This design comes from an exercise in tuning for small area, a short achievable clock period and few clock cycles per item on the open sky130 flow, not from production work.
The RTL was checked by simulation tests, not by an equivalence proof against the original design.
Power is estimated from default activity; no workload was simulated.

==> design/flow/design.v <==
`timescale 1ns / 1ps
package ncc_pkg;
    localparam int CHAN_W = 12;
    localparam int SQ_W   = 2 * CHAN_W;
    localparam int DIST_W = SQ_W + 2;
    localparam int IDX_W  = 4;
    localparam int CNT_W  = 5;
    localparam logic [CNT_W-1:0] CNT_RESET = 5'd16;
    localparam logic REQ_LOAD     = 1'b0;
    localparam logic REQ_CLASSIFY = 1'b1;
    typedef struct packed {
        logic [CHAN_W-1:0] y;
        logic [CHAN_W-1:0] cb;
        logic [CHAN_W-1:0] cr;
    } colour_t;
    localparam int COLOUR_W = 3 * CHAN_W;
endpackage
`timescale 1ns / 1ps
module ncc_fa (
    input  logic a,
    input  logic b,
    input  logic c,
    output logic s,
    output logic co
);
    assign s  = a ^ b ^ c;
    assign co = (a & b) | (a & c) | (b & c);
endmodule
module ncc_ha (
    input  logic a,
    input  logic b,
    output logic s,
    output logic co
);
    assign s  = a ^ b;
    assign co = a & b;
endmodule
`timescale 1ns / 1ps
module ncc_absd (
    input  logic [11:0] a,
    input  logic [11:0] b,
    output logic [11:0] m
);
    logic [12:0] df;
    assign df = {1'b0, a} - {1'b0, b};
    assign m  = (df[11:0] ^ {12{df[12]}}) + {11'd0, df[12]};
endmodule
module ncc_sq3_0 (
    input  logic [11:0] m0,
    input  logic [11:0] m1,
    input  logic [11:0] m2,
    output logic [56:0] co
);
    wire fs0, fc0;
    ncc_fa u_fa0 (.a(~m0[0]), .b(~m1[0]), .c(~m2[0]), .s(fs0), .co(fc0));
    wire fs1, fc1;
    ncc_fa u_fa1 (.a(~(m0[1] & ~m0[0])), .b(~(m1[1] & ~m1[0])), .c(~(m2[1] & ~m2[0])), .s(fs1), .co(fc1));
    wire fs2, fc2;
    ncc_fa u_fa2 (.a(~(m0[0] & m0[2])), .b(~(m0[0] & m0[1])), .c(~(m1[0] & m1[2])), .s(fs2), .co(fc2));
    wire fs3, fc3;
    ncc_fa u_fa3 (.a(~(m1[0] & m1[1])), .b(~(m2[0] & m2[2])), .c(~(m2[0] & m2[1])), .s(fs3), .co(fc3));
    wire fs4, fc4;
    ncc_fa u_fa4 (.a(~(m0[0] & m0[3])), .b(~(m0[2] & ~m0[1])), .c(~(m1[0] & m1[3])), .s(fs4), .co(fc4));
    wire fs5, fc5;
    ncc_fa u_fa5 (.a(~(m1[2] & ~m1[1])), .b(~(m2[0] & m2[3])), .c(~(m2[2] & ~m2[1])), .s(fs5), .co(fc5));
    wire fs6, fc6;
    ncc_fa u_fa6 (.a(~(m0[0] & m0[4])), .b(~(m0[1] & m0[3])), .c(~(m0[1] & m0[2])), .s(fs6), .co(fc6));
    wire fs7, fc7;
    ncc_fa u_fa7 (.a(~(m1[0] & m1[4])), .b(~(m1[1] & m1[3])), .c(~(m1[1] & m1[2])), .s(fs7), .co(fc7));
    wire fs8, fc8;
    ncc_fa u_fa8 (.a(~(m2[0] & m2[4])), .b(~(m2[1] & m2[3])), .c(~(m2[1] & m2[2])), .s(fs8), .co(fc8));
    wire fs9, fc9;
    ncc_fa u_fa9 (.a(~(m0[0] & m0[5])), .b(~(m0[1] & m0[4])), .c(~(m0[3] & ~m0[2])), .s(fs9), .co(fc9));
    wire fs10, fc10;
    ncc_fa u_fa10 (.a(~(m1[0] & m1[5])), .b(~(m1[1] & m1[4])), .c(~(m1[3] & ~m1[2])), .s(fs10), .co(fc10));
    wire fs11, fc11;
    ncc_fa u_fa11 (.a(~(m2[0] & m2[5])), .b(~(m2[1] & m2[4])), .c(~(m2[3] & ~m2[2])), .s(fs11), .co(fc11));
    wire fs12, fc12;
    ncc_fa u_fa12 (.a(~(m0[0] & m0[6])), .b(~(m0[1] & m0[5])), .c(~(m0[2] & m0[4])), .s(fs12), .co(fc12));
    wire fs13, fc13;
    ncc_fa u_fa13 (.a(~(m0[2] & m0[3])), .b(~(m1[0] & m1[6])), .c(~(m1[1] & m1[5])), .s(fs13), .co(fc13));
    wire fs14, fc14;
    ncc_fa u_fa14 (.a(~(m1[2] & m1[4])), .b(~(m1[2] & m1[3])), .c(~(m2[0] & m2[6])), .s(fs14), .co(fc14));
    wire fs15, fc15;
    ncc_fa u_fa15 (.a(~(m2[1] & m2[5])), .b(~(m2[2] & m2[4])), .c(~(m2[2] & m2[3])), .s(fs15), .co(fc15));
    wire fs16, fc16;
    ncc_fa u_fa16 (.a(~(m0[0] & m0[7])), .b(~(m0[1] & m0[6])), .c(~(m0[2] & m0[5])), .s(fs16), .co(fc16));
    wire fs17, fc17;
    ncc_fa u_fa17 (.a(~(m0[4] & ~m0[3])), .b(~(m1[0] & m1[7])), .c(~(m1[1] & m1[6])), .s(fs17), .co(fc17));
    wire fs18, fc18;
    ncc_fa u_fa18 (.a(~(m1[2] & m1[5])), .b(~(m1[4] & ~m1[3])), .c(~(m2[0] & m2[7])), .s(fs18), .co(fc18));
    wire fs19, fc19;
    ncc_fa u_fa19 (.a(~(m2[1] & m2[6])), .b(~(m2[2] & m2[5])), .c(~(m2[4] & ~m2[3])), .s(fs19), .co(fc19));
    wire fs20, fc20;
    ncc_fa u_fa20 (.a(~(m0[0] & m0[8])), .b(~(m0[1] & m0[7])), .c(~(m0[2] & m0[6])), .s(fs20), .co(fc20));
    wire fs21, fc21;
    ncc_fa u_fa21 (.a(~(m0[3] & m0[5])), .b(~(m0[3] & m0[4])), .c(~(m1[0] & m1[8])), .s(fs21), .co(fc21));
    wire fs22, fc22;
    ncc_fa u_fa22 (.a(~(m1[1] & m1[7])), .b(~(m1[2] & m1[6])), .c(~(m1[3] & m1[5])), .s(fs22), .co(fc22));
    wire fs23, fc23;
    ncc_fa u_fa23 (.a(~(m1[3] & m1[4])), .b(~(m2[0] & m2[8])), .c(~(m2[1] & m2[7])), .s(fs23), .co(fc23));
    wire fs24, fc24;
    ncc_fa u_fa24 (.a(~(m2[2] & m2[6])), .b(~(m2[3] & m2[5])), .c(~(m2[3] & m2[4])), .s(fs24), .co(fc24));
    wire fs25, fc25;
    ncc_fa u_fa25 (.a(~(m0[0] & m0[9])), .b(~(m0[1] & m0[8])), .c(~(m0[2] & m0[7])), .s(fs25), .co(fc25));
    wire fs26, fc26;
    ncc_fa u_fa26 (.a(~(m0[3] & m0[6])), .b(~(m0[5] & ~m0[4])), .c(~(m1[0] & m1[9])), .s(fs26), .co(fc26));
    wire fs27, fc27;
    ncc_fa u_fa27 (.a(~(m1[1] & m1[8])), .b(~(m1[2] & m1[7])), .c(~(m1[3] & m1[6])), .s(fs27), .co(fc27));
    wire fs28, fc28;
    ncc_fa u_fa28 (.a(~(m1[5] & ~m1[4])), .b(~(m2[0] & m2[9])), .c(~(m2[1] & m2[8])), .s(fs28), .co(fc28));
    wire fs29, fc29;
    ncc_fa u_fa29 (.a(~(m2[2] & m2[7])), .b(~(m2[3] & m2[6])), .c(~(m2[5] & ~m2[4])), .s(fs29), .co(fc29));
    wire fs30, fc30;
    ncc_fa u_fa30 (.a(~(m0[0] & m0[10])), .b(~(m0[1] & m0[9])), .c(~(m0[2] & m0[8])), .s(fs30), .co(fc30));
    wire fs31, fc31;
    ncc_fa u_fa31 (.a(~(m0[3] & m0[7])), .b(~(m0[4] & m0[6])), .c(~(m0[4] & m0[5])), .s(fs31), .co(fc31));
    wire fs32, fc32;
    ncc_fa u_fa32 (.a(~(m1[0] & m1[10])), .b(~(m1[1] & m1[9])), .c(~(m1[2] & m1[8])), .s(fs32), .co(fc32));
    wire fs33, fc33;
    ncc_fa u_fa33 (.a(~(m1[3] & m1[7])), .b(~(m1[4] & m1[6])), .c(~(m1[4] & m1[5])), .s(fs33), .co(fc33));
    wire fs34, fc34;
    ncc_fa u_fa34 (.a(~(m2[0] & m2[10])), .b(~(m2[1] & m2[9])), .c(~(m2[2] & m2[8])), .s(fs34), .co(fc34));
    wire fs35, fc35;
    ncc_fa u_fa35 (.a(~(m2[3] & m2[7])), .b(~(m2[4] & m2[6])), .c(~(m2[4] & m2[5])), .s(fs35), .co(fc35));
    wire fs36, fc36;
    ncc_fa u_fa36 (.a(~(m0[0] & m0[11])), .b(~(m0[1] & m0[10])), .c(~(m0[2] & m0[9])), .s(fs36), .co(fc36));
    wire fs37, fc37;
    ncc_fa u_fa37 (.a(~(m0[3] & m0[8])), .b(~(m0[4] & m0[7])), .c(~(m0[6] & ~m0[5])), .s(fs37), .co(fc37));
    wire fs38, fc38;
    ncc_fa u_fa38 (.a(~(m1[0] & m1[11])), .b(~(m1[1] & m1[10])), .c(~(m1[2] & m1[9])), .s(fs38), .co(fc38));
    wire fs39, fc39;
    ncc_fa u_fa39 (.a(~(m1[3] & m1[8])), .b(~(m1[4] & m1[7])), .c(~(m1[6] & ~m1[5])), .s(fs39), .co(fc39));
    wire fs40, fc40;
    ncc_fa u_fa40 (.a(~(m2[0] & m2[11])), .b(~(m2[1] & m2[10])), .c(~(m2[2] & m2[9])), .s(fs40), .co(fc40));
    wire fs41, fc41;
    ncc_fa u_fa41 (.a(~(m2[3] & m2[8])), .b(~(m2[4] & m2[7])), .c(~(m2[6] & ~m2[5])), .s(fs41), .co(fc41));
    wire fs42, fc42;
    ncc_fa u_fa42 (.a(~(m0[1] & m0[11])), .b(~(m0[2] & m0[10])), .c(~(m0[3] & m0[9])), .s(fs42), .co(fc42));
    wire fs43, fc43;
    ncc_fa u_fa43 (.a(~(m0[4] & m0[8])), .b(~(m0[5] & m0[7])), .c(~(m0[5] & m0[6])), .s(fs43), .co(fc43));
    wire fs44, fc44;
    ncc_fa u_fa44 (.a(~(m1[1] & m1[11])), .b(~(m1[2] & m1[10])), .c(~(m1[3] & m1[9])), .s(fs44), .co(fc44));
    wire fs45, fc45;
    ncc_fa u_fa45 (.a(~(m1[4] & m1[8])), .b(~(m1[5] & m1[7])), .c(~(m1[5] & m1[6])), .s(fs45), .co(fc45));
    wire fs46, fc46;
    ncc_fa u_fa46 (.a(~(m2[1] & m2[11])), .b(~(m2[2] & m2[10])), .c(~(m2[3] & m2[9])), .s(fs46), .co(fc46));
    wire fs47, fc47;
    ncc_fa u_fa47 (.a(~(m2[4] & m2[8])), .b(~(m2[5] & m2[7])), .c(~(m2[5] & m2[6])), .s(fs47), .co(fc47));
    wire fs48, fc48;
    ncc_fa u_fa48 (.a(~(m0[2] & m0[11])), .b(~(m0[3] & m0[10])), .c(~(m0[4] & m0[9])), .s(fs48), .co(fc48));
    wire fs49, fc49;
    ncc_fa u_fa49 (.a(~(m0[5] & m0[8])), .b(~(m0[7] & ~m0[6])), .c(~(m1[2] & m1[11])), .s(fs49), .co(fc49));
    wire fs50, fc50;
    ncc_fa u_fa50 (.a(~(m1[3] & m1[10])), .b(~(m1[4] & m1[9])), .c(~(m1[5] & m1[8])), .s(fs50), .co(fc50));
    wire fs51, fc51;
    ncc_fa u_fa51 (.a(~(m1[7] & ~m1[6])), .b(~(m2[2] & m2[11])), .c(~(m2[3] & m2[10])), .s(fs51), .co(fc51));
    wire fs52, fc52;
    ncc_fa u_fa52 (.a(~(m2[4] & m2[9])), .b(~(m2[5] & m2[8])), .c(~(m2[7] & ~m2[6])), .s(fs52), .co(fc52));
    wire fs53, fc53;
    ncc_fa u_fa53 (.a(~(m0[3] & m0[11])), .b(~(m0[4] & m0[10])), .c(~(m0[5] & m0[9])), .s(fs53), .co(fc53));
    wire fs54, fc54;
    ncc_fa u_fa54 (.a(~(m0[6] & m0[8])), .b(~(m0[6] & m0[7])), .c(~(m1[3] & m1[11])), .s(fs54), .co(fc54));
    wire fs55, fc55;
    ncc_fa u_fa55 (.a(~(m1[4] & m1[10])), .b(~(m1[5] & m1[9])), .c(~(m1[6] & m1[8])), .s(fs55), .co(fc55));
    wire fs56, fc56;
    ncc_fa u_fa56 (.a(~(m1[6] & m1[7])), .b(~(m2[3] & m2[11])), .c(~(m2[4] & m2[10])), .s(fs56), .co(fc56));
    wire fs57, fc57;
    ncc_fa u_fa57 (.a(~(m2[5] & m2[9])), .b(~(m2[6] & m2[8])), .c(~(m2[6] & m2[7])), .s(fs57), .co(fc57));
    wire fs58, fc58;
    ncc_fa u_fa58 (.a(~(m0[4] & m0[11])), .b(~(m0[5] & m0[10])), .c(~(m0[6] & m0[9])), .s(fs58), .co(fc58));
    wire fs59, fc59;
    ncc_fa u_fa59 (.a(~(m0[8] & ~m0[7])), .b(~(m1[4] & m1[11])), .c(~(m1[5] & m1[10])), .s(fs59), .co(fc59));
    wire fs60, fc60;
    ncc_fa u_fa60 (.a(~(m1[6] & m1[9])), .b(~(m1[8] & ~m1[7])), .c(~(m2[4] & m2[11])), .s(fs60), .co(fc60));
    wire fs61, fc61;
    ncc_fa u_fa61 (.a(~(m2[5] & m2[10])), .b(~(m2[6] & m2[9])), .c(~(m2[8] & ~m2[7])), .s(fs61), .co(fc61));
    wire fs62, fc62;
    ncc_fa u_fa62 (.a(~(m0[5] & m0[11])), .b(~(m0[6] & m0[10])), .c(~(m0[7] & m0[9])), .s(fs62), .co(fc62));
    wire fs63, fc63;
    ncc_fa u_fa63 (.a(~(m0[7] & m0[8])), .b(~(m1[5] & m1[11])), .c(~(m1[6] & m1[10])), .s(fs63), .co(fc63));
    wire fs64, fc64;
    ncc_fa u_fa64 (.a(~(m1[7] & m1[9])), .b(~(m1[7] & m1[8])), .c(~(m2[5] & m2[11])), .s(fs64), .co(fc64));
    wire fs65, fc65;
    ncc_fa u_fa65 (.a(~(m2[6] & m2[10])), .b(~(m2[7] & m2[9])), .c(~(m2[7] & m2[8])), .s(fs65), .co(fc65));
    wire fs66, fc66;
    ncc_fa u_fa66 (.a(~(m0[6] & m0[11])), .b(~(m0[7] & m0[10])), .c(~(m0[9] & ~m0[8])), .s(fs66), .co(fc66));
    wire fs67, fc67;
    ncc_fa u_fa67 (.a(~(m1[6] & m1[11])), .b(~(m1[7] & m1[10])), .c(~(m1[9] & ~m1[8])), .s(fs67), .co(fc67));
    wire fs68, fc68;
    ncc_fa u_fa68 (.a(~(m2[6] & m2[11])), .b(~(m2[7] & m2[10])), .c(~(m2[9] & ~m2[8])), .s(fs68), .co(fc68));
    wire fs69, fc69;
    ncc_fa u_fa69 (.a(~(m0[7] & m0[11])), .b(~(m0[8] & m0[10])), .c(~(m0[8] & m0[9])), .s(fs69), .co(fc69));
    wire fs70, fc70;
    ncc_fa u_fa70 (.a(~(m1[7] & m1[11])), .b(~(m1[8] & m1[10])), .c(~(m1[8] & m1[9])), .s(fs70), .co(fc70));
    wire fs71, fc71;
    ncc_fa u_fa71 (.a(~(m2[7] & m2[11])), .b(~(m2[8] & m2[10])), .c(~(m2[8] & m2[9])), .s(fs71), .co(fc71));
    wire fs72, fc72;
    ncc_fa u_fa72 (.a(~(m0[8] & m0[11])), .b(~(m0[10] & ~m0[9])), .c(~(m1[8] & m1[11])), .s(fs72), .co(fc72));
    wire fs73, fc73;
    ncc_fa u_fa73 (.a(~(m1[10] & ~m1[9])), .b(~(m2[8] & m2[11])), .c(~(m2[10] & ~m2[9])), .s(fs73), .co(fc73));
    wire fs74, fc74;
    ncc_fa u_fa74 (.a(~(m0[9] & m0[11])), .b(~(m0[9] & m0[10])), .c(~(m1[9] & m1[11])), .s(fs74), .co(fc74));
    wire fs75, fc75;
    ncc_fa u_fa75 (.a(~(m1[9] & m1[10])), .b(~(m2[9] & m2[11])), .c(~(m2[9] & m2[10])), .s(fs75), .co(fc75));
    wire fs76, fc76;
    ncc_fa u_fa76 (.a(~(m0[11] & ~m0[10])), .b(~(m1[11] & ~m1[10])), .c(~(m2[11] & ~m2[10])), .s(fs76), .co(fc76));
    wire fs77, fc77;
    ncc_fa u_fa77 (.a(~(m0[10] & m0[11])), .b(~(m1[10] & m1[11])), .c(~(m2[10] & m2[11])), .s(fs77), .co(fc77));
    wire fs78, fc78;
    ncc_fa u_fa78 (.a(fs2), .b(fs3), .c(fc1), .s(fs78), .co(fc78));
    wire fs79, fc79;
    ncc_fa u_fa79 (.a(fs4), .b(fs5), .c(fc2), .s(fs79), .co(fc79));
    wire fs80, fc80;
    ncc_fa u_fa80 (.a(fs6), .b(fs7), .c(fs8), .s(fs80), .co(fc80));
    wire fs81, fc81;
    ncc_fa u_fa81 (.a(fs9), .b(fs10), .c(fs11), .s(fs81), .co(fc81));
    wire fs82, fc82;
    ncc_fa u_fa82 (.a(fc6), .b(fc7), .c(fc8), .s(fs82), .co(fc82));
    wire fs83, fc83;
    ncc_fa u_fa83 (.a(fs12), .b(fs13), .c(fs14), .s(fs83), .co(fc83));
    wire fs84, fc84;
    ncc_fa u_fa84 (.a(fs15), .b(fc9), .c(fc10), .s(fs84), .co(fc84));
    wire fs85, fc85;
    ncc_fa u_fa85 (.a(fs16), .b(fs17), .c(fs18), .s(fs85), .co(fc85));
    wire fs86, fc86;
    ncc_fa u_fa86 (.a(fs19), .b(fc12), .c(fc13), .s(fs86), .co(fc86));
    wire fs87, fc87;
    ncc_fa u_fa87 (.a(fs20), .b(fs21), .c(fs22), .s(fs87), .co(fc87));
    wire fs88, fc88;
    ncc_fa u_fa88 (.a(fs23), .b(fs24), .c(fc16), .s(fs88), .co(fc88));
    wire fs89, fc89;
    ncc_fa u_fa89 (.a(fc17), .b(fc18), .c(fc19), .s(fs89), .co(fc89));
    wire fs90, fc90;
    ncc_fa u_fa90 (.a(fs25), .b(fs26), .c(fs27), .s(fs90), .co(fc90));
    wire fs91, fc91;
    ncc_fa u_fa91 (.a(fs28), .b(fs29), .c(fc20), .s(fs91), .co(fc91));
    wire fs92, fc92;
    ncc_fa u_fa92 (.a(fc21), .b(fc22), .c(fc23), .s(fs92), .co(fc92));
    wire fs93, fc93;
    ncc_fa u_fa93 (.a(fs30), .b(fs31), .c(fs32), .s(fs93), .co(fc93));
    wire fs94, fc94;
    ncc_fa u_fa94 (.a(fs33), .b(fs34), .c(fs35), .s(fs94), .co(fc94));
    wire fs95, fc95;
    ncc_fa u_fa95 (.a(fc25), .b(fc26), .c(fc27), .s(fs95), .co(fc95));
    wire fs96, fc96;
    ncc_fa u_fa96 (.a(fs36), .b(fs37), .c(fs38), .s(fs96), .co(fc96));
    wire fs97, fc97;
    ncc_fa u_fa97 (.a(fs39), .b(fs40), .c(fs41), .s(fs97), .co(fc97));
    wire fs98, fc98;
    ncc_fa u_fa98 (.a(fc30), .b(fc31), .c(fc32), .s(fs98), .co(fc98));
    wire fs99, fc99;
    ncc_fa u_fa99 (.a(fc33), .b(fc34), .c(fc35), .s(fs99), .co(fc99));
    wire fs100, fc100;
    ncc_fa u_fa100 (.a(fs42), .b(fs43), .c(fs44), .s(fs100), .co(fc100));
    wire fs101, fc101;
    ncc_fa u_fa101 (.a(fs45), .b(fs46), .c(fs47), .s(fs101), .co(fc101));
    wire fs102, fc102;
    ncc_fa u_fa102 (.a(fc36), .b(fc37), .c(fc38), .s(fs102), .co(fc102));
    wire fs103, fc103;
    ncc_fa u_fa103 (.a(fc39), .b(fc40), .c(fc41), .s(fs103), .co(fc103));
    wire fs104, fc104;
    ncc_fa u_fa104 (.a(fs48), .b(fs49), .c(fs50), .s(fs104), .co(fc104));
    wire fs105, fc105;
    ncc_fa u_fa105 (.a(fs51), .b(fs52), .c(fc42), .s(fs105), .co(fc105));
    wire fs106, fc106;
    ncc_fa u_fa106 (.a(fc43), .b(fc44), .c(fc45), .s(fs106), .co(fc106));
    wire fs107, fc107;
    ncc_fa u_fa107 (.a(fs53), .b(fs54), .c(fs55), .s(fs107), .co(fc107));
    wire fs108, fc108;
    ncc_fa u_fa108 (.a(fs56), .b(fs57), .c(fc48), .s(fs108), .co(fc108));
    wire fs109, fc109;
    ncc_fa u_fa109 (.a(fc49), .b(fc50), .c(fc51), .s(fs109), .co(fc109));
    wire fs110, fc110;
    ncc_fa u_fa110 (.a(fs58), .b(fs59), .c(fs60), .s(fs110), .co(fc110));
    wire fs111, fc111;
    ncc_fa u_fa111 (.a(fs61), .b(fc53), .c(fc54), .s(fs111), .co(fc111));
    wire fs112, fc112;
    ncc_fa u_fa112 (.a(fc55), .b(fc56), .c(fc57), .s(fs112), .co(fc112));
    wire fs113, fc113;
    ncc_fa u_fa113 (.a(fs62), .b(fs63), .c(fs64), .s(fs113), .co(fc113));
    wire fs114, fc114;
    ncc_fa u_fa114 (.a(fs65), .b(fc58), .c(fc59), .s(fs114), .co(fc114));
    wire fs115, fc115;
    ncc_fa u_fa115 (.a(fs66), .b(fs67), .c(fs68), .s(fs115), .co(fc115));
    wire fs116, fc116;
    ncc_fa u_fa116 (.a(fc62), .b(fc63), .c(fc64), .s(fs116), .co(fc116));
    wire fs117, fc117;
    ncc_fa u_fa117 (.a(fs69), .b(fs70), .c(fs71), .s(fs117), .co(fc117));
    wire fs118, fc118;
    ncc_fa u_fa118 (.a(fc66), .b(fc67), .c(fc68), .s(fs118), .co(fc118));
    wire fs119, fc119;
    ncc_fa u_fa119 (.a(fs72), .b(fs73), .c(fc69), .s(fs119), .co(fc119));
    wire fs120, fc120;
    ncc_fa u_fa120 (.a(fs74), .b(fs75), .c(fc72), .s(fs120), .co(fc120));
    wire fs121, fc121;
    ncc_fa u_fa121 (.a(fs76), .b(fc74), .c(fc75), .s(fs121), .co(fc121));
    wire fs122, fc122;
    ncc_fa u_fa122 (.a(fs79), .b(fc3), .c(fc78), .s(fs122), .co(fc122));
    wire fs123, fc123;
    ncc_fa u_fa123 (.a(fs80), .b(fc4), .c(fc5), .s(fs123), .co(fc123));
    wire fs124, fc124;
    ncc_fa u_fa124 (.a(fs81), .b(fs82), .c(fc80), .s(fs124), .co(fc124));
    wire fs125, fc125;
    ncc_fa u_fa125 (.a(fs83), .b(fs84), .c(fc11), .s(fs125), .co(fc125));
    wire fs126, fc126;
    ncc_fa u_fa126 (.a(fs85), .b(fs86), .c(fc14), .s(fs126), .co(fc126));
    wire fs127, fc127;
    ncc_fa u_fa127 (.a(fc15), .b(fc83), .c(fc84), .s(fs127), .co(fc127));
    wire fs128, fc128;
    ncc_fa u_fa128 (.a(fs87), .b(fs88), .c(fs89), .s(fs128), .co(fc128));
    wire fs129, fc129;
    ncc_fa u_fa129 (.a(fs90), .b(fs91), .c(fs92), .s(fs129), .co(fc129));
    wire fs130, fc130;
    ncc_fa u_fa130 (.a(fc24), .b(fc87), .c(fc88), .s(fs130), .co(fc130));
    wire fs131, fc131;
    ncc_fa u_fa131 (.a(fs93), .b(fs94), .c(fs95), .s(fs131), .co(fc131));
    wire fs132, fc132;
    ncc_fa u_fa132 (.a(fc28), .b(fc29), .c(fc90), .s(fs132), .co(fc132));
    wire fs133, fc133;
    ncc_fa u_fa133 (.a(fs96), .b(fs97), .c(fs98), .s(fs133), .co(fc133));
    wire fs134, fc134;
    ncc_fa u_fa134 (.a(fs99), .b(fc93), .c(fc94), .s(fs134), .co(fc134));
    wire fs135, fc135;
    ncc_fa u_fa135 (.a(fs100), .b(fs101), .c(fs102), .s(fs135), .co(fc135));
    wire fs136, fc136;
    ncc_fa u_fa136 (.a(fs103), .b(fc96), .c(fc97), .s(fs136), .co(fc136));
    wire fs137, fc137;
    ncc_fa u_fa137 (.a(fs104), .b(fs105), .c(fs106), .s(fs137), .co(fc137));
    wire fs138, fc138;
    ncc_fa u_fa138 (.a(fc46), .b(fc47), .c(fc100), .s(fs138), .co(fc138));
    wire fs139, fc139;
    ncc_fa u_fa139 (.a(fc101), .b(fc102), .c(fc103), .s(fs139), .co(fc139));
    wire fs140, fc140;
    ncc_fa u_fa140 (.a(fs107), .b(fs108), .c(fs109), .s(fs140), .co(fc140));
    wire fs141, fc141;
    ncc_fa u_fa141 (.a(fc52), .b(fc104), .c(fc105), .s(fs141), .co(fc141));
    wire fs142, fc142;
    ncc_fa u_fa142 (.a(fs110), .b(fs111), .c(fs112), .s(fs142), .co(fc142));
    wire fs143, fc143;
    ncc_fa u_fa143 (.a(fc107), .b(fc108), .c(fc109), .s(fs143), .co(fc143));
    wire fs144, fc144;
    ncc_fa u_fa144 (.a(fs113), .b(fs114), .c(fc60), .s(fs144), .co(fc144));
    wire fs145, fc145;
    ncc_fa u_fa145 (.a(fc61), .b(fc110), .c(fc111), .s(fs145), .co(fc145));
    wire fs146, fc146;
    ncc_fa u_fa146 (.a(fs115), .b(fs116), .c(fc65), .s(fs146), .co(fc146));
    wire fs147, fc147;
    ncc_fa u_fa147 (.a(fs117), .b(fs118), .c(fc115), .s(fs147), .co(fc147));
    wire fs148, fc148;
    ncc_fa u_fa148 (.a(fs119), .b(fc70), .c(fc71), .s(fs148), .co(fc148));
    wire fs149, fc149;
    ncc_fa u_fa149 (.a(fs120), .b(fc73), .c(fc119), .s(fs149), .co(fc149));
    wire fs150, fc150;
    ncc_fa u_fa150 (.a(fs77), .b(fc76), .c(fc121), .s(fs150), .co(fc150));
    wire fs151, fc151;
    ncc_fa u_fa151 (.a(fs123), .b(fc79), .c(fc122), .s(fs151), .co(fc151));
    wire fs152, fc152;
    ncc_fa u_fa152 (.a(fs125), .b(fc81), .c(fc82), .s(fs152), .co(fc152));
    wire fs153, fc153;
    ncc_fa u_fa153 (.a(fs126), .b(fs127), .c(fc125), .s(fs153), .co(fc153));
    wire fs154, fc154;
    ncc_fa u_fa154 (.a(fs128), .b(fc85), .c(fc86), .s(fs154), .co(fc154));
    wire fs155, fc155;
    ncc_fa u_fa155 (.a(fs129), .b(fs130), .c(fc89), .s(fs155), .co(fc155));
    wire fs156, fc156;
    ncc_fa u_fa156 (.a(fs131), .b(fs132), .c(fc91), .s(fs156), .co(fc156));
    wire fs157, fc157;
    ncc_fa u_fa157 (.a(fc92), .b(fc129), .c(fc130), .s(fs157), .co(fc157));
    wire fs158, fc158;
    ncc_fa u_fa158 (.a(fs133), .b(fs134), .c(fc95), .s(fs158), .co(fc158));
    wire fs159, fc159;
    ncc_fa u_fa159 (.a(fs135), .b(fs136), .c(fc98), .s(fs159), .co(fc159));
    wire fs160, fc160;
    ncc_fa u_fa160 (.a(fc99), .b(fc133), .c(fc134), .s(fs160), .co(fc160));
    wire fs161, fc161;
    ncc_fa u_fa161 (.a(fs137), .b(fs138), .c(fs139), .s(fs161), .co(fc161));
    wire fs162, fc162;
    ncc_fa u_fa162 (.a(fs140), .b(fs141), .c(fc106), .s(fs162), .co(fc162));
    wire fs163, fc163;
    ncc_fa u_fa163 (.a(fc137), .b(fc138), .c(fc139), .s(fs163), .co(fc163));
    wire fs164, fc164;
    ncc_fa u_fa164 (.a(fs142), .b(fs143), .c(fc140), .s(fs164), .co(fc164));
    wire fs165, fc165;
    ncc_fa u_fa165 (.a(fs144), .b(fs145), .c(fc112), .s(fs165), .co(fc165));
    wire fs166, fc166;
    ncc_fa u_fa166 (.a(fs146), .b(fc113), .c(fc114), .s(fs166), .co(fc166));
    wire fs167, fc167;
    ncc_fa u_fa167 (.a(fs147), .b(fc116), .c(fc146), .s(fs167), .co(fc167));
    wire fs168, fc168;
    ncc_fa u_fa168 (.a(fs148), .b(fc117), .c(fc118), .s(fs168), .co(fc168));
    wire fs169, fc169;
    ncc_fa u_fa169 (.a(fs121), .b(fc120), .c(fc149), .s(fs169), .co(fc169));
    wire hs170, hc170;
    ncc_fa u_ha170 (.a(fs154), .b(fc126), .c(1'b1), .s(hs170), .co(hc170));
    wire hs171, hc171;
    ncc_fa u_ha171 (.a(fs155), .b(fc128), .c(1'b1), .s(hs171), .co(hc171));
    wire hs172, hc172;
    ncc_fa u_ha172 (.a(fs156), .b(fs157), .c(1'b1), .s(hs172), .co(hc172));
    wire fs173, fc173;
    ncc_fa u_fa173 (.a(fs158), .b(fc131), .c(fc132), .s(fs173), .co(fc173));
    wire hs174, hc174;
    ncc_fa u_ha174 (.a(fc156), .b(fc157), .c(1'b1), .s(hs174), .co(hc174));
    wire fs175, fc175;
    ncc_fa u_fa175 (.a(fs159), .b(fs160), .c(fc158), .s(fs175), .co(fc175));
    wire fs176, fc176;
    ncc_fa u_fa176 (.a(fs161), .b(fc135), .c(fc136), .s(fs176), .co(fc176));
    wire hs177, hc177;
    ncc_fa u_ha177 (.a(fc159), .b(fc160), .c(1'b1), .s(hs177), .co(hc177));
    wire fs178, fc178;
    ncc_fa u_fa178 (.a(fs162), .b(fs163), .c(fc161), .s(fs178), .co(fc178));
    wire fs179, fc179;
    ncc_fa u_fa179 (.a(fs164), .b(fc141), .c(fc162), .s(fs179), .co(fc179));
    wire fs180, fc180;
    ncc_fa u_fa180 (.a(fs165), .b(fc142), .c(fc143), .s(fs180), .co(fc180));
    wire fs181, fc181;
    ncc_fa u_fa181 (.a(fs166), .b(fc144), .c(fc145), .s(fs181), .co(fc181));
    assign co = {fc150, fc77, fc169, fs150, fs169, fc168, fc148, fs149, fc167, fc147, fs168, fc181, fc166, fs167, fc180, fc165, fs181, fc179, fc164, fs180, fc178, fc163, fs179, hc177, fc176, fs178, fc175, hs177, fs176, hc174, fc173, fs175, hc172, hs174, fs173, hc171, fc155, hs172, hc170, fc154, hs171, fc153, fc127, hs170, fc152, fs153, fc124, fs152, fc151, fc123, fs124, fs151, fs122, fs78, fs1, fc0, fs0};
endmodule
module ncc_sq3_1 (
    input  logic [56:0] ci,
    output logic [25:0] r0,
    output logic [25:0] r1
);
    wire hs0, hc0;
    ncc_fa u_ha0 (.a(ci[6]), .b(ci[7]), .c(1'b1), .s(hs0), .co(hc0));
    wire hs1, hc1;
    ncc_fa u_ha1 (.a(ci[9]), .b(ci[10]), .c(1'b1), .s(hs1), .co(hc1));
    wire hs2, hc2;
    ncc_fa u_ha2 (.a(ci[11]), .b(ci[12]), .c(1'b1), .s(hs2), .co(hc2));
    wire fs3, fc3;
    ncc_fa u_fa3 (.a(ci[13]), .b(ci[14]), .c(ci[15]), .s(fs3), .co(fc3));
    wire fs4, fc4;
    ncc_fa u_fa4 (.a(ci[16]), .b(ci[17]), .c(ci[18]), .s(fs4), .co(fc4));
    wire fs5, fc5;
    ncc_fa u_fa5 (.a(ci[19]), .b(ci[20]), .c(ci[21]), .s(fs5), .co(fc5));
    wire fs6, fc6;
    ncc_fa u_fa6 (.a(ci[22]), .b(ci[23]), .c(ci[24]), .s(fs6), .co(fc6));
    wire fs7, fc7;
    ncc_fa u_fa7 (.a(ci[25]), .b(ci[26]), .c(ci[27]), .s(fs7), .co(fc7));
    wire fs8, fc8;
    ncc_fa u_fa8 (.a(ci[28]), .b(ci[29]), .c(ci[30]), .s(fs8), .co(fc8));
    wire fs9, fc9;
    ncc_fa u_fa9 (.a(ci[31]), .b(ci[32]), .c(ci[33]), .s(fs9), .co(fc9));
    wire fs10, fc10;
    ncc_fa u_fa10 (.a(ci[34]), .b(ci[35]), .c(ci[36]), .s(fs10), .co(fc10));
    wire fs11, fc11;
    ncc_fa u_fa11 (.a(ci[37]), .b(ci[38]), .c(ci[39]), .s(fs11), .co(fc11));
    wire fs12, fc12;
    ncc_fa u_fa12 (.a(ci[40]), .b(ci[41]), .c(ci[42]), .s(fs12), .co(fc12));
    wire fs13, fc13;
    ncc_fa u_fa13 (.a(ci[43]), .b(ci[44]), .c(ci[45]), .s(fs13), .co(fc13));
    wire fs14, fc14;
    ncc_fa u_fa14 (.a(ci[46]), .b(ci[47]), .c(ci[48]), .s(fs14), .co(fc14));
    wire fs15, fc15;
    ncc_fa u_fa15 (.a(ci[49]), .b(ci[50]), .c(ci[51]), .s(fs15), .co(fc15));
    assign r0 = {1'b1, ci[55], ci[53], ci[52], fs15, fs14, fs13, fs12, fs11, fs10, fs9, fs8, fs7, fs6, fs5, fs4, fs3, hs2, hs1, hs0, ci[5], ci[4], ci[3], ci[2], ci[1], ci[0]};
    assign r1 = {1'b1, ci[56], ci[54], fc15, fc14, fc13, fc12, fc11, fc10, fc9, fc8, fc7, fc6, fc5, fc4, fc3, hc2, hc1, hc0, ci[8], 1'b1, 1'b1, 1'b1, 1'b1, 1'b1, 1'b1};
endmodule
module ncc_add26 (
    input  logic [25:0] r0,
    input  logic [25:0] r1,
    output logic [25:0] y
);
    assign y = r0 + r1;
endmodule
`timescale 1ns / 1ps
module nearest_centroid_color_classifier_core
(
    input  logic                        clk,
    input  logic                        rst_n,
    input  logic                        cfg_wr_en,
    input  logic [ncc_pkg::CNT_W-1:0]   cfg_wr_data,
    input  logic                        in_valid,
    output logic                        in_stall,
    input  logic                        req_type,
    input  logic [ncc_pkg::IDX_W-1:0]   entry_index,
    input  logic [ncc_pkg::CHAN_W-1:0]  chan_y,
    input  logic [ncc_pkg::CHAN_W-1:0]  chan_cb,
    input  logic [ncc_pkg::CHAN_W-1:0]  chan_cr,
    output logic                        out_valid,
    input  logic                        out_stall,
    output logic [ncc_pkg::IDX_W-1:0]   class_index
);
    logic        stall_q;
    logic [4:0]  cnt_q;
    logic        fire, ld_fire, cl_fire;
    logic [35:0] pix_in;
    logic [35:0] tab [16];
    assign in_stall = stall_q;
    assign fire     = in_valid & ~stall_q;
    assign ld_fire  = fire & (req_type == ncc_pkg::REQ_LOAD);
    assign cl_fire  = fire & (req_type == ncc_pkg::REQ_CLASSIFY);
    assign pix_in   = {chan_y, chan_cb, chan_cr};
    always_ff @(posedge clk or negedge rst_n)
    begin
        if (!rst_n)
            cnt_q <= ncc_pkg::CNT_RESET;
        else if (cfg_wr_en)
            cnt_q <= cfg_wr_data;
    end
    logic        s1_v;
    logic [4:0]  s1_n;
    logic [35:0] s_pix;
    logic [35:0] s_pixn;
    always_ff @(posedge clk or negedge rst_n)
    begin
        if (!rst_n)
            s1_v <= 1'b0;
        else
            s1_v <= cl_fire;
    end
    always_ff @(posedge clk)
    begin
        s1_n <= cnt_q;
        s_pix <= pix_in;
        s_pixn <= ~pix_in;
    end
    logic       ld_q;
    logic [3:0] ld_idx_q;
    always_ff @(posedge clk or negedge rst_n)
    begin
        if (!rst_n)
            ld_q <= 1'b0;
        else
            ld_q <= ld_fire;
    end
    always_ff @(posedge clk)
        ld_idx_q <= entry_index;
    for (genvar i = 0; i < 16; i++)
    begin : g_tab
        always_ff @(posedge clk)
        begin
            if (ld_q && ld_idx_q == 4'(i))
                tab[i] <= (i < 8) ? s_pix : s_pixn;
        end
    end
    function automatic logic [11:0] absdiff12(input logic [11:0] a, input logic [11:0] b);
        logic [11:0] g, p, gg, pp, cin;
        logic        c;
        g  = a & ~b;
        p  = ~(a ^ b);
        gg = g;
        pp = p;
        for (int d = 1; d < 12; d = d * 2)
            for (int i = 11; i >= d; i--)
            begin
                gg[i] = gg[i] | (pp[i] & gg[i-d]);
                pp[i] = pp[i] & pp[i-d];
            end
        c = gg[11];
        cin[0] = c;
        for (int i = 1; i < 12; i++)
            cin[i] = gg[i-1] | (pp[i-1] & c);
        absdiff12 = (p ^ cin) ^ {12{~c}};
    endfunction
    logic [16*3*12-1:0] ad_m;
    for (genvar i = 0; i < 16; i++)
    begin : g_ad
        assign ad_m[(i*3+0)*12 +: 12] = (i < 8) ? absdiff12(s_pix[35:24], tab[i][35:24]) : absdiff12(~s_pixn[35:24], ~tab[i][35:24]);
        assign ad_m[(i*3+1)*12 +: 12] = (i < 8) ? absdiff12(s_pix[23:12], tab[i][23:12]) : absdiff12(~s_pixn[23:12], ~tab[i][23:12]);
        assign ad_m[(i*3+2)*12 +: 12] = (i < 8) ? absdiff12(s_pix[11:0], tab[i][11:0]) : absdiff12(~s_pixn[11:0], ~tab[i][11:0]);
    end
    logic        s2_v;
    logic [4:0]  s2_n;
    logic [16*3*12-1:0] s2_m;
    always_ff @(posedge clk or negedge rst_n)
        if (!rst_n) s2_v <= 1'b0; else s2_v <= s1_v;
    always_ff @(posedge clk)
    begin
        s2_n <= s1_n;
        s2_m <= ad_m;
    end
    logic [16*57-1:0] cs0_co;
    for (genvar i = 0; i < 16; i++)
    begin : g_cs0
        ncc_sq3_0 u_cs (.m0(s2_m[(i*3+0)*12 +: 12]), .m1(s2_m[(i*3+1)*12 +: 12]), .m2(s2_m[(i*3+2)*12 +: 12]), .co(cs0_co[i*57 +: 57]));
    end
    logic        s3_v;
    logic [4:0]  s3_n;
    logic [16*57-1:0] s3_c;
    always_ff @(posedge clk or negedge rst_n)
        if (!rst_n) s3_v <= 1'b0; else s3_v <= s2_v;
    always_ff @(posedge clk)
    begin
        s3_n <= s2_n;
        s3_c <= cs0_co;
    end
    logic [16*26-1:0] cs1_r0;
    logic [16*26-1:0] cs1_r1;
    for (genvar i = 0; i < 16; i++)
    begin : g_cs1
        ncc_sq3_1 u_cs (.ci(s3_c[i*57 +: 57]), .r0(cs1_r0[i*26 +: 26]), .r1(cs1_r1[i*26 +: 26]));
    end
    logic [16*26-1:0] dsum;
    for (genvar i = 0; i < 16; i++)
    begin : g_add
        assign dsum[i*26 +: 26] = ~(cs1_r0[i*26 +: 26] + cs1_r1[i*26 +: 26] + 26'd1);
    end
    logic        s4_v;
    logic [4:0]  s4_n;
    logic [16*26-1:0] s4_d;
    always_ff @(posedge clk or negedge rst_n)
        if (!rst_n) s4_v <= 1'b0; else s4_v <= s3_v;
    always_ff @(posedge clk)
    begin
        s4_n <= s3_n;
        s4_d <= dsum;
    end
    logic [15:0] th;
    always_comb
        for (int k = 0; k < 16; k++)
            th[k] = (s4_n > 5'(k));
    wire        sel_l1_0 = th[1] & (s4_d[26 +: 26] < s4_d[0 +: 26]);
    wire [25:0] d_l1_0 = sel_l1_0 ? s4_d[26 +: 26] : s4_d[0 +: 26];
    wire [0:0]  i_l1_0 = sel_l1_0;
    wire        sel_l1_1 = th[3] & (s4_d[78 +: 26] < s4_d[52 +: 26]);
    wire [25:0] d_l1_1 = sel_l1_1 ? s4_d[78 +: 26] : s4_d[52 +: 26];
    wire [0:0]  i_l1_1 = sel_l1_1;
    wire        sel_l1_2 = th[5] & (s4_d[130 +: 26] < s4_d[104 +: 26]);
    wire [25:0] d_l1_2 = sel_l1_2 ? s4_d[130 +: 26] : s4_d[104 +: 26];
    wire [0:0]  i_l1_2 = sel_l1_2;
    wire        sel_l1_3 = th[7] & (s4_d[182 +: 26] < s4_d[156 +: 26]);
    wire [25:0] d_l1_3 = sel_l1_3 ? s4_d[182 +: 26] : s4_d[156 +: 26];
    wire [0:0]  i_l1_3 = sel_l1_3;
    wire        sel_l1_4 = th[9] & (s4_d[234 +: 26] < s4_d[208 +: 26]);
    wire [25:0] d_l1_4 = sel_l1_4 ? s4_d[234 +: 26] : s4_d[208 +: 26];
    wire [0:0]  i_l1_4 = sel_l1_4;
    wire        sel_l1_5 = th[11] & (s4_d[286 +: 26] < s4_d[260 +: 26]);
    wire [25:0] d_l1_5 = sel_l1_5 ? s4_d[286 +: 26] : s4_d[260 +: 26];
    wire [0:0]  i_l1_5 = sel_l1_5;
    wire        sel_l1_6 = th[13] & (s4_d[338 +: 26] < s4_d[312 +: 26]);
    wire [25:0] d_l1_6 = sel_l1_6 ? s4_d[338 +: 26] : s4_d[312 +: 26];
    wire [0:0]  i_l1_6 = sel_l1_6;
    wire        sel_l1_7 = th[15] & (s4_d[390 +: 26] < s4_d[364 +: 26]);
    wire [25:0] d_l1_7 = sel_l1_7 ? s4_d[390 +: 26] : s4_d[364 +: 26];
    wire [0:0]  i_l1_7 = sel_l1_7;
    logic        s5_v;
    logic [25:0] qd_l1_0;
    logic [0:0]  qi_l1_0;
    logic [25:0] qd_l1_1;
    logic [0:0]  qi_l1_1;
    logic [25:0] qd_l1_2;
    logic [0:0]  qi_l1_2;
    logic [25:0] qd_l1_3;
    logic [0:0]  qi_l1_3;
    logic [25:0] qd_l1_4;
    logic [0:0]  qi_l1_4;
    logic [25:0] qd_l1_5;
    logic [0:0]  qi_l1_5;
    logic [25:0] qd_l1_6;
    logic [0:0]  qi_l1_6;
    logic [25:0] qd_l1_7;
    logic [0:0]  qi_l1_7;
    logic        s5_th2;
    logic        s5_th6;
    logic        s5_th10;
    logic        s5_th14;
    logic        s5_th4;
    logic        s5_th12;
    logic        s5_th8;
    always_ff @(posedge clk or negedge rst_n)
        if (!rst_n) s5_v <= 1'b0; else s5_v <= s4_v;
    always_ff @(posedge clk)
    begin
        qd_l1_0 <= d_l1_0;
        qi_l1_0 <= i_l1_0;
        qd_l1_1 <= d_l1_1;
        qi_l1_1 <= i_l1_1;
        qd_l1_2 <= d_l1_2;
        qi_l1_2 <= i_l1_2;
        qd_l1_3 <= d_l1_3;
        qi_l1_3 <= i_l1_3;
        qd_l1_4 <= d_l1_4;
        qi_l1_4 <= i_l1_4;
        qd_l1_5 <= d_l1_5;
        qi_l1_5 <= i_l1_5;
        qd_l1_6 <= d_l1_6;
        qi_l1_6 <= i_l1_6;
        qd_l1_7 <= d_l1_7;
        qi_l1_7 <= i_l1_7;
        s5_th2 <= th[2];
        s5_th6 <= th[6];
        s5_th10 <= th[10];
        s5_th14 <= th[14];
        s5_th4 <= th[4];
        s5_th12 <= th[12];
        s5_th8 <= th[8];
    end
    wire        sel_l2_0 = s5_th2 & (qd_l1_1 < qd_l1_0);
    wire [25:0] d_l2_0 = sel_l2_0 ? qd_l1_1 : qd_l1_0;
    wire [1:0]  i_l2_0 = sel_l2_0 ? {1'b1, qi_l1_1} : {1'b0, qi_l1_0};
    wire        sel_l2_1 = s5_th6 & (qd_l1_3 < qd_l1_2);
    wire [25:0] d_l2_1 = sel_l2_1 ? qd_l1_3 : qd_l1_2;
    wire [1:0]  i_l2_1 = sel_l2_1 ? {1'b1, qi_l1_3} : {1'b0, qi_l1_2};
    wire        sel_l2_2 = s5_th10 & (qd_l1_5 < qd_l1_4);
    wire [25:0] d_l2_2 = sel_l2_2 ? qd_l1_5 : qd_l1_4;
    wire [1:0]  i_l2_2 = sel_l2_2 ? {1'b1, qi_l1_5} : {1'b0, qi_l1_4};
    wire        sel_l2_3 = s5_th14 & (qd_l1_7 < qd_l1_6);
    wire [25:0] d_l2_3 = sel_l2_3 ? qd_l1_7 : qd_l1_6;
    wire [1:0]  i_l2_3 = sel_l2_3 ? {1'b1, qi_l1_7} : {1'b0, qi_l1_6};
    logic        s6_v;
    logic [25:0] qd_l2_0;
    logic [1:0]  qi_l2_0;
    logic [25:0] qd_l2_1;
    logic [1:0]  qi_l2_1;
    logic [25:0] qd_l2_2;
    logic [1:0]  qi_l2_2;
    logic [25:0] qd_l2_3;
    logic [1:0]  qi_l2_3;
    logic        s6_th4;
    logic        s6_th12;
    logic        s6_th8;
    always_ff @(posedge clk or negedge rst_n)
        if (!rst_n) s6_v <= 1'b0; else s6_v <= s5_v;
    always_ff @(posedge clk)
    begin
        qd_l2_0 <= d_l2_0;
        qi_l2_0 <= i_l2_0;
        qd_l2_1 <= d_l2_1;
        qi_l2_1 <= i_l2_1;
        qd_l2_2 <= d_l2_2;
        qi_l2_2 <= i_l2_2;
        qd_l2_3 <= d_l2_3;
        qi_l2_3 <= i_l2_3;
        s6_th4 <= s5_th4;
        s6_th12 <= s5_th12;
        s6_th8 <= s5_th8;
    end
    wire        sel_l3_0 = s6_th4 & (qd_l2_1 < qd_l2_0);
    wire [25:0] d_l3_0 = sel_l3_0 ? qd_l2_1 : qd_l2_0;
    wire [2:0]  i_l3_0 = sel_l3_0 ? {1'b1, qi_l2_1} : {1'b0, qi_l2_0};
    wire        sel_l3_1 = s6_th12 & (qd_l2_3 < qd_l2_2);
    wire [25:0] d_l3_1 = sel_l3_1 ? qd_l2_3 : qd_l2_2;
    wire [2:0]  i_l3_1 = sel_l3_1 ? {1'b1, qi_l2_3} : {1'b0, qi_l2_2};
    logic        s7_v;
    logic [25:0] qd_l3_0;
    logic [2:0]  qi_l3_0;
    logic [25:0] qd_l3_1;
    logic [2:0]  qi_l3_1;
    logic        s7_th8;
    always_ff @(posedge clk or negedge rst_n)
        if (!rst_n) s7_v <= 1'b0; else s7_v <= s6_v;
    always_ff @(posedge clk)
    begin
        qd_l3_0 <= d_l3_0;
        qi_l3_0 <= i_l3_0;
        qd_l3_1 <= d_l3_1;
        qi_l3_1 <= i_l3_1;
        s7_th8 <= s6_th8;
    end
    wire        sel_l4_0 = s7_th8 & (qd_l3_1 < qd_l3_0);
    wire [25:0] d_l4_0 = sel_l4_0 ? qd_l3_1 : qd_l3_0;
    wire [3:0]  i_l4_0 = sel_l4_0 ? {1'b1, qi_l3_1} : {1'b0, qi_l3_0};
    wire [3:0] res   = i_l4_0;
    wire       res_v = s7_v;
        localparam int QD = 10;
        logic [3:0] q_d [QD];
        logic       q_v [QD];
        logic [3:0] owed_q;
        logic       pop;
        logic [3:0] owed_n;
        assign pop    = q_v[0] & ~out_stall;
        assign owed_n = owed_q + {3'd0, cl_fire} - {3'd0, pop};
        always_ff @(posedge clk or negedge rst_n)
        begin
            if (!rst_n)
            begin
                owed_q  <= '0;
                stall_q <= 1'b0;
            end
            else
            begin
                owed_q  <= owed_n;
                stall_q <= (owed_n >= 4'(QD));
            end
        end
        for (genvar j = 0; j < QD; j++)
        begin : g_q
            logic       v_sh;
            logic [3:0] d_sh;
            logic       prev_full;
            logic       put;
            if (j + 1 < QD)
            begin : g_sh
                assign v_sh = pop ? q_v[j+1] : q_v[j];
                assign d_sh = pop ? q_d[j+1] : q_d[j];
            end
            else
            begin : g_last
                assign v_sh = pop ? 1'b0 : q_v[j];
                assign d_sh = q_d[j];
            end
            if (j == 0)
            begin : g_p0
                assign prev_full = 1'b1;
            end
            else
            begin : g_pn
                assign prev_full = pop ? q_v[j] : q_v[j-1];
            end
            assign put = res_v & prev_full & ~v_sh;
            always_ff @(posedge clk or negedge rst_n)
            begin
                if (!rst_n)
                    q_v[j] <= 1'b0;
                else
                    q_v[j] <= v_sh | put;
            end
            always_ff @(posedge clk)
            begin
                q_d[j] <= put ? res : d_sh;
            end
        end
        assign out_valid   = q_v[0];
        assign class_index = q_d[0];
    endmodule
==> design/flow/run.sh <==
#!/bin/bash
# synth_recipe.tcl (not shown) runs the flow's synth.tcl, then flattens the netlist and writes it again
# the make line also repeats each setting of config.mk as NAME=value (left out here)
make -C /OpenROAD-flow-scripts/flow DESIGN_CONFIG=/design/flow/config.mk WORK_HOME=/design/flow/orfs CLKGATE_MAP_FILE= SYNTH_SCRIPT=/design/flow/synth_recipe.tcl finish
==> design/flow/config.mk <==
export PLATFORM = sky130hd
export DESIGN_NAME = nearest_centroid_color_classifier_core
export DESIGN_NICKNAME = nearest_centroid_color_classifier_core
export VERILOG_FILES = /design/flow/design.v
export SDC_FILE = /design/flow/constraint.sdc
export NUM_CORES = 4
export LEC_CHECK = 0
export CAP_MARGIN = 20
export CORE_MARGIN = 2
export CORE_UTILIZATION = 50
export PLACE_DENSITY = 0.65
export SETUP_SLACK_MARGIN = 3.3
export SLEW_MARGIN = 20
export SYNTH_HIERARCHICAL = 1
==> design/flow/constraint.sdc <==
create_clock -name core_clock -period 7.0 [get_ports {clk}]
set_input_delay 1.4000 -clock core_clock [delete_from_list [all_inputs] [get_ports {clk}]]
set_output_delay 1.4000 -clock core_clock [all_outputs]
set_load 0.01 [all_outputs]
==> results of run 1 <==
[stage by stage]
step | hold WS [ps] | instance area [um^2] | util | power (mW) | instances
global route | 333 | 236000 | 0.510 | 151 | 26400
global placement | 312 | 222000 | 0.479 | 116 | 25600
finish | 322 | 236000 | 0.510 | 137 | 26400
floorplan | 310 | 233000 | - | 119 | 21900
CTS | 321 | 235000 | 0.507 | 139 | 26400
detailed placement | 312 | 222000 | 0.479 | 118 | 25600
[sequential cells by signal, summed over array words and instances, names as in the netlist, 36 cells and up]
name / flops
s3_c: 912
s2_m: 576
tab: 576
s4_d: 416
q_d: 40
s_pix: 36
s_pixn: 36
[modules after synthesis (local to each module, per instance)]
module,area (um^2),copies in the design,flops+latches,cells inside
ncc_fa,20.0,3168,0,1
nearest_centroid_color_classifier_core,134000,1,3041,12400
ncc_sq3_0,1790,16,0,328
ncc_sq3_1,394,16,0,53
[kinds of logic (layout without fill, tap and decap cells)]
group,Yosys count,after routing,synth area share
AO/OA/AOI/OAI,3179,3179,0.0864
XOR/XNOR,881,881,0.0333
adder cells (fa/ha/maj),4540,4540,0.348
buffers and inverters,3706,2059,0.107
flip-flops,3041,3041,0.290
multiplexers,586,586,0.0275
other,32,304,0.000518
AND/OR/NAND/NOR,5672,5672,0.108
[critical path: stages (launching register included)]
cell	delay (ps)
dfxtp_1	730
nand2_1	190
fa_1	600
fa_1	460
fa_1	520
fa_1	540
fa_1	480
[repair_timing]
item | CTS | global route
endpoints found under the hold margin | 0 | 0
setup buffers | 60 | 25
gates resized for setup | 238 | 415
pin swaps | 1 | 2
setup endpoints to repair | 529 | 640
[cells in the mapped netlist (30+ instances only)]
cell | n | share of area
a211o_1 | 30 | 0.0011
a211oi_1 | 86 | 0.0028
a21boi_0 | 31 | 0.0010
a21o_1 | 569 | 0.018
a21oi_1 | 1119 | 0.024
a22oi_1 | 41 | 0.0013
a31oi_1 | 96 | 0.0026
a41oi_1 | 36 | 0.0014
and3_1 | 56 | 0.0015
buf_2 | 56 | 0.0012
buf_4 | 1793 | 0.058
buf_6 | 534 | 0.026
clkbuf_1 | 146 | 0.0024
conb_1 | 32 | 0.00052
dfxtp_1 | 2397 | 0.21
edfxtp_1 | 616 | 0.080
fa_1 | 3185 | 0.27
ha_1 | 1355 | 0.073
inv_1 | 1165 | 0.019
mux2_2 | 415 | 0.020
mux2i_1 | 170 | 0.0073
nand2_1 | 3729 | 0.060
nand2b_1 | 733 | 0.020
nand3_1 | 153 | 0.0033
nand4_1 | 138 | 0.0037
nor2_1 | 382 | 0.0062
nor2b_1 | 148 | 0.0040
nor3_1 | 134 | 0.0029
o211ai_1 | 71 | 0.0023
o21a_1 | 168 | 0.0054
o21ai_0 | 540 | 0.012
o21bai_1 | 155 | 0.0050
o31a_1 | 32 | 0.0012
o31ai_1 | 33 | 0.0011
or3_1 | 44 | 0.0012
xnor2_1 | 410 | 0.015
xor2_1 | 471 | 0.018
[routing by layer]
metal	vias up	track usage	share of wire
met2	5554	0.400	0.45
met5	-	0	0.00014
met4	12	0.160	0.072
met3	1416	0.0502	0.080
li1	65600	-	-
met1	74100	0.334	0.40
[path summary, 6_finish.rpt]
check / slack (ps) / cells past startpoint / from / end
min in group asynchronous: 490 / 1 / rst_n / cnt_q[0]$_DFFE_PN0P_
worst max-delay path: 3370 / 6 / s2_m[203]$_DFF_P_ / s3_c[307]$_DFF_P_
worst max register to register: 3370 / 6 / s2_m[203]$_DFF_P_ / s3_c[307]$_DFF_P_
worst min register to register: 320 / 0 / s3_n[2]$_DFF_P_ / s4_n[2]$_DFF_P_
worst min-delay path: 320 / 0 / s3_n[2]$_DFF_P_ / s4_n[2]$_DFF_P_
max in group asynchronous: 6000 / 1 / rst_n / s5_v$_DFF_PN0_
[report_power, final]
| group | total, mW | switching, mW | internal, mW |
|---|---|---|---|
| clock | 19.4 | 7.98 | 11.5 |
| combinational | 85.4 | 46.9 | 38.5 |
| sequential | 32.4 | 6.50 | 26.0 |
[area by class of cell]
cell class	count	area, um^2	share of cell area
Clock inverter	180	2150	0.00911
Sequential cell	3041	67900	0.288
Inverter	1166	4470	0.0190
Tap cell	6174	7720	0.0327
Clock buffer	476	10100	0.0429
Multi-Input combinational cell	15100	141000	0.599
Timing Repair Buffer	237	2050	0.00868
Antenna cell	48	120	0.000509
==> results.py, run 1 <==
metrics = {
    "worst_setup_path": {
        "setup.worst_path.class": "register to register",
        "cp_data_arrival_time_ps": 4500,
        "critPathMaxFanout": 12,
        "timing.critical_path.to_type": "register",
        "worst_ep_required_time_ps": 7870,
        "startpoint_type": "register",
    },
    "clocking": {
        "clock_tree.root_cell": "clkbuf_16",
        "cts_hold_repair.buffers": 0,
        "tritoncts.num_buffers": 353,
        "clock-sinks": 3041,
        "worst_skew_pair.late_latency_ps": 1020,
        "clk_slew_on_worst_s_h_paths_ps": 70,
        "cts.htree.levels": 5,
        "cts_max_path_buffers": 4,
        "cts_tree": "done",
    },
    "placed_design": {
        "finalWeightedCongestion": 0.921,
        "place_hpwl_um": 455000,
        "dp_worst_setup_slack_ps": 2400,
        "place.port_buffers": 56,
    },
    "die": {
        "core-area_mm2": 0.463,
        "dieWidth_um": 685,
        "rows": 250,
        "floorplan.die_area_mm2": 0.469,
        "die_h_um": 685,
        "effective_utilization_at_floorplan": 0.501,
        "count_of_pins_on_the_block_boundary": 57,
    },
    "grt": {
        "first_global_vias": 152000,
        "grt_max_degree": 37,
        "grt_overall_usage": 0.258,
        "first_pass_grt_wire_length_um": 920000,
        "number_of_antenna_violations_at_the_first_check_in_global_routing": 59,
        "grt.overflow.total": 0,
    },
    "flow_run": {
        "maxCapViolations": 0,
    },
    "timing": {
        "finalSetupViolations": 0,
        "final_min_period_over_clock_period": 0.519,
        "transition_time_of_the_tightest_slew_check_pin_ps": 1220,
        "report.final.hold_viol_count": 0,
        "clock_skew_ps": 89.9,
        "setup_tns_ps": 0,
        "final_max_slew_viols": 0,
        "fin_crit_ps": 3630,
        "grt_setup_unrepaired": "true",
        "fmaxAchievable_ghz": 0.275,
        "final.setup.worst_slack_ps": 3370,
        "slew-limit-headroom": 0.173,
    },
    "drt": {
        "detail_route.first_pass.iterations": 6,
        "vias_per_cell": 5.55,
        "wirelength_um": 606000,
        "route.detailed.wl_per_inst_um": 22.9,
        "drc_errors": 0,
        "first_iter_violations": 11300,
        "vias": 147000,
        "detail-route-antenna-nets": 0,
    },
    "run_status": {
        "outcome": "timing/DRC/antenna clean",
    },
    "logic_synthesis": {
        "synth.ff_latch_count": 3041,
        "netlist_instances": 21600,
        "async_reset_ff_frac": 0.00921,
        "syn_area_mm2": 0.232,
        "yosysSeqAreaShare": 0.290,
        "synth_edf_count": 616,
        "yosys_warnings": 10,
        "netlist-cell-type-count": 89,
        "synthesis.area_per_instance_um2": 10.7,
        "synth-main-ff-cell": "dfxtp_1",
    },
    "finish": {
        "area.growth.synth_to_final_pct": 1.69,
        "numnets_final": 24500,
        "most-common-layout-cells": "nand2_1, fa_1, dfxtp_1",
        "layout_commonest_cell": "nand2_1",
        "layout_cell_share_with_drive_strength_beyond_1": 0.0956,
        "nFillCells": 41000,
    },
    "pwr": {
        "pwr_density_cell_mw_per_mm2": 582,
        "total_leakage_power_nw": 94.8,
        "ir_drop_uv": 362,
    },
    "worst_hold_path": {
        "path_class_of_the_lowest_slack_min_delay_path": "register to register",
    },
}
Testbench counts, summed over its fixed seeds: cycles 5,663, items 5,018.
==> run 2, diff against run 1 <==
--- a/design/flow/config.mk
+++ b/design/flow/config.mk
@@ -9,6 +9,6 @@
 export CORE_MARGIN = 2
 export CORE_UTILIZATION = 50
 export PLACE_DENSITY = 0.65
-export SETUP_SLACK_MARGIN = 3.3
+export SETUP_SLACK_MARGIN = 3.6
 export SLEW_MARGIN = 20
 export SYNTH_HIERARCHICAL = 1
==> run 2 against run 1 <==
Against the previous run:
- synthesized cell count stayed put
- critical path depth stayed put
- highest routed layer unchanged
- via count is 1.6% higher
- combinational power is 3.3% higher
- die area stayed put
- still clean on timing, DRC and antenna
- register-to-register slack better by 220 ps
- maximum frequency is 6.5% higher
- routed wire length is 2.3% higher
- design area is 2.6% higher
- clock power hardly changed
- utilization is 1.3 points higher
- first-iteration DRC count is 9.7% higher
- critical path type unchanged
==> results.py, run 2 <==
metrics = {
    "run_status": {
        "outcome": "timing/DRC/antenna clean",
    },
    "finish": {
        "area.sequential_mm2": 0.0695,
        "instances_no_fill": 26800,
        "biggest_register": "s3_c",
        "layout_cell_share_with_drive_strength_beyond_1": 0.122,
        "max_reg_flops": 912,
        "area.growth.synth_to_final_pct": 4.29,
        "most-common-layout-cells": "nand2_1, fa_1, dfxtp_1",
        "reg.largest.list": "s3_c (912), s2_m (576), tab (576)",
        "nFillCells": 40400,
        "layout_commonest_cell": "nand2_1",
        "multi_input_area_mm2": 0.142,
        "numnets_final": 24900,
    },
    "timing": {
        "clock_skew_ps": 123,
        "report.final.hold_viol_count": 0,
        "transition_time_of_the_tightest_slew_check_pin_ps": 1150,
        "fin_crit_ps": 3410,
        "setup_tns_ps": 0,
        "slew-limit-headroom": 0.233,
        "grt_setup_unrepaired": "true",
        "finalSetupViolations": 0,
        "final_max_slew_viols": 0,
        "final_min_period_over_clock_period": 0.487,
        "fmaxAchievable_ghz": 0.293,
    },
    "drt": {
        "route.detailed.wl_per_inst_um": 23.1,
        "detail_route.first_pass.iterations": 6,
        "drc_errors": 0,
        "first_iter_violations": 12400,
        "detail-route-antenna-nets": 0,
        "wirelength_um": 620000,
        "vias_per_cell": 5.56,
        "vias": 149000,
    },
    "clocking": {
        "cts_hold_repair.buffers": 0,
        "worst_skew_pair.late_latency_ps": 1030,
        "clk_slew_on_worst_s_h_paths_ps": 60,
        "cts_max_path_buffers": 4,
        "cts_tree": "done",
        "tritoncts.num_buffers": 351,
        "clock_tree.root_cell": "clkbuf_16",
        "clock-sinks": 3041,
        "cts.htree.levels": 5,
    },
    "logic_synthesis": {
        "netlist_instances": 21600,
        "synth.top_cells.by_count": "nand2_1, fa_1, dfxtp_1",
        "yosys_warnings": 10,
        "async_reset_ff_frac": 0.00921,
        "synth_most_common_cell": "nand2_1",
        "synthesis.area_per_instance_um2": 10.7,
        "synth_edf_count": 616,
        "netlist.area_leader.share": 0.275,
        "synth.ff_latch_count": 3041,
        "syn_area_mm2": 0.232,
        "synth.largest_area_cell": "fa_1",
        "netlist-cell-type-count": 89,
        "synth-main-ff-cell": "dfxtp_1",
        "synth_area_leaders": "fa_1, dfxtp_1, edfxtp_1, ha_1, nand2_1",
        "yosysSeqAreaShare": 0.290,
    },
    "grt": {
        "grt.overflow.total": 0,
        "met3_usage": 0.0516,
        "grt_max_degree": 37,
        "first_pass_grt_wire_length_um": 924000,
        "number_of_antenna_violations_at_the_first_check_in_global_routing": 55,
        "grt.met1_usage": 0.339,
        "grt_util_met2": 0.397,
        "first_global_vias": 152000,
        "top_usage_layer": "met2",
        "grt_overall_usage": 0.259,
    },
    "pwr": {
        "ir_drop_uv": 374,
        "total_leakage_power_nw": 97.4,
        "pwr_density_cell_mw_per_mm2": 579,
        "sum_of_internal_switching_and_leakage_power_mw": 140,
    },
    "die": {
        "count_of_pins_on_the_block_boundary": 57,
        "die_h_um": 685,
        "core-area_mm2": 0.463,
        "floorplan.die_area_mm2": 0.469,
        "effective_utilization_at_floorplan": 0.501,
        "dieWidth_um": 685,
        "rows": 250,
    },
    "placed_design": {
        "place.port_buffers": 56,
        "place_hpwl_um": 453000,
        "finalWeightedCongestion": 0.915,
        "place.detailed.instances": 25700,
    },
    "worst_setup_path": {
        "cell_at_the_slowest_stage_of_the_critical_path": "fa_1",
        "timing.reg2reg.setup_slack_ps": 3590,
        "startpoint_type": "register",
        "timing.critical_path.to_type": "register",
        "setup.worst_path.class": "register to register",
        "critical-path-top-cell-by-count": "fa_1",
        "slowest_delay_ps": 580,
        "crit_chain": "nand2_1 > fa_1 > fa_1 > fa_1 > fa_1 > fa_1",
        "worst_ep_required_time_ps": 7780,
        "cp_data_arrival_time_ps": 4180,
        "critPathMaxFanout": 12,
    },
    "worst_hold_path": {
        "path_class_of_the_lowest_slack_min_delay_path": "register to register",
    },
    "flow_run": {
        "maxCapViolations": 0,
    },
}
-- run 2: final timing paths --
path / startpoint / end / depth (start not counted)
min in group asynchronous: rst_n / q_v[1]$_DFF_PN0_ / 1
setup reg to reg: s2_m[235]$_DFF_P_ / s3_c[367]$_DFF_P_ / 6
max in group asynchronous: rst_n / ld_q$_DFF_PN0_ / 1
setup / recovery: s2_m[235]$_DFF_P_ / s3_c[367]$_DFF_P_ / 6
hold / removal: s3_n[0]$_DFF_P_ / s4_n[0]$_DFF_P_ / 0
hold reg to reg: s3_n[0]$_DFF_P_ / s4_n[0]$_DFF_P_ / 0
-- run 2: cells by family after synthesis --
kind of cell,synth area share
simple gates,0.108
fa+ha+maj,0.348
buf+inv,0.107
compound gates,0.0864
flops,0.290
xor+xnor,0.0333
mux,0.0275
other cells,0.000518
-- run 2: through the flow --
stage	util	setup slack [ps]	cell area [um^2]	hold WS, ps
floorplan	-	3610	233000	310
global placement	0.479	2490	222000	312
detailed placement	0.479	2370	222000	313
CTS	0.513	3570	238000	327
global route	0.523	3510	242000	331
finish	0.523	3590	242000	324
-- run 2: timing repair --
action / 4_1_cts / 5_1_grt
gates resized for setup: 1153 / 424
cloned: 0 / 0
buffers inserted: 152 / 318
endpoints found under the setup margin: 987 / 857
pin swaps: 37 / 188
-- run 2: per-layer routing --
metal  vias to the layer above  part of all wire
li1                      66500                 -
met1                     74800              0.39
met2                      6250              0.44
met3                      1468             0.089
met4                        16             0.074
met5                         -           0.00017
-- run 2: per-module statistics from Yosys, one instance, submodules excluded --
| module | copies in the design | flops+latches | area, um^2 | cells inside |
|---|---|---|---|---|
| nearest_centroid_color_classifier_core | 1 | 3041 | 134000 | 12400 |
| ncc_sq3_0 | 16 | 0 | 1790 | 328 |
| ncc_sq3_1 | 16 | 0 | 394 | 53 |
| ncc_fa | 3168 | 0 | 20.0 | 1 |
-- run 2: cell type report --
class,instances,share of cell area
Antenna cell,28,0.000290
Clock buffer,484,0.0422
Clock inverter,174,0.00846
Inverter,1166,0.0186
Multi-Input combinational cell,15100,0.587
Sequential cell,3041,0.287
Tap cell,6174,0.0319
Timing Repair Buffer,633,0.0242
-- run 2: worst max-delay path, delay by kind of cell, from the launching register on --
kind	cells	cell delay [ps]
AND/OR/NAND/NOR	1	120
flip-flops	1	460
adder cells (fa/ha/maj)	5	2590
-- run 2: where the power goes --
| part | leakage, nW | internal, mW | total, mW | switching (mW) |
|---|---|---|---|---|
| logic | 65.1 | 39.8 | 88.2 | 48.4 |
| clock network | 6.02 | 11.4 | 19.4 | 8.00 |
| registers | 26.3 | 26.1 | 32.4 | 6.32 |

static timing again, ports no longer ideal:
The results above use ideal ports. As a check the final layouts listed here were re-extracted and re-timed, cells and wires unchanged.
Step 1 sets driving cells, clkbuf_16 on the clock port and buf_2 on the other inputs (assumed; they add their load-dependent delay and slew).
Step 2 times the ports against the registers' clock, not the clock port: input delays grow and output delays shrink by t, the midpoint of the rising clock arrivals with the driver on.
Three values: ideal, step 1, step 2; two values: the first two.
run | t (ns) | slack for setup (ns) | hold WS [ns] | pins driven straight from the clock port
run 1 | 1.107 | 3.368 / 3.368 / 2.896 | 0.322 / 0.322 / 0.322 | 1
run 2 | 1.089 | 3.591 / 3.589 / 2.866 | 0.324 / 0.324 / 0.324 | 1
After both steps every run listed still meets setup and hold. For run 2, which loses most, drivers alone change the setup slack by -0.002 ns; drivers and shift together by -0.725 ns.
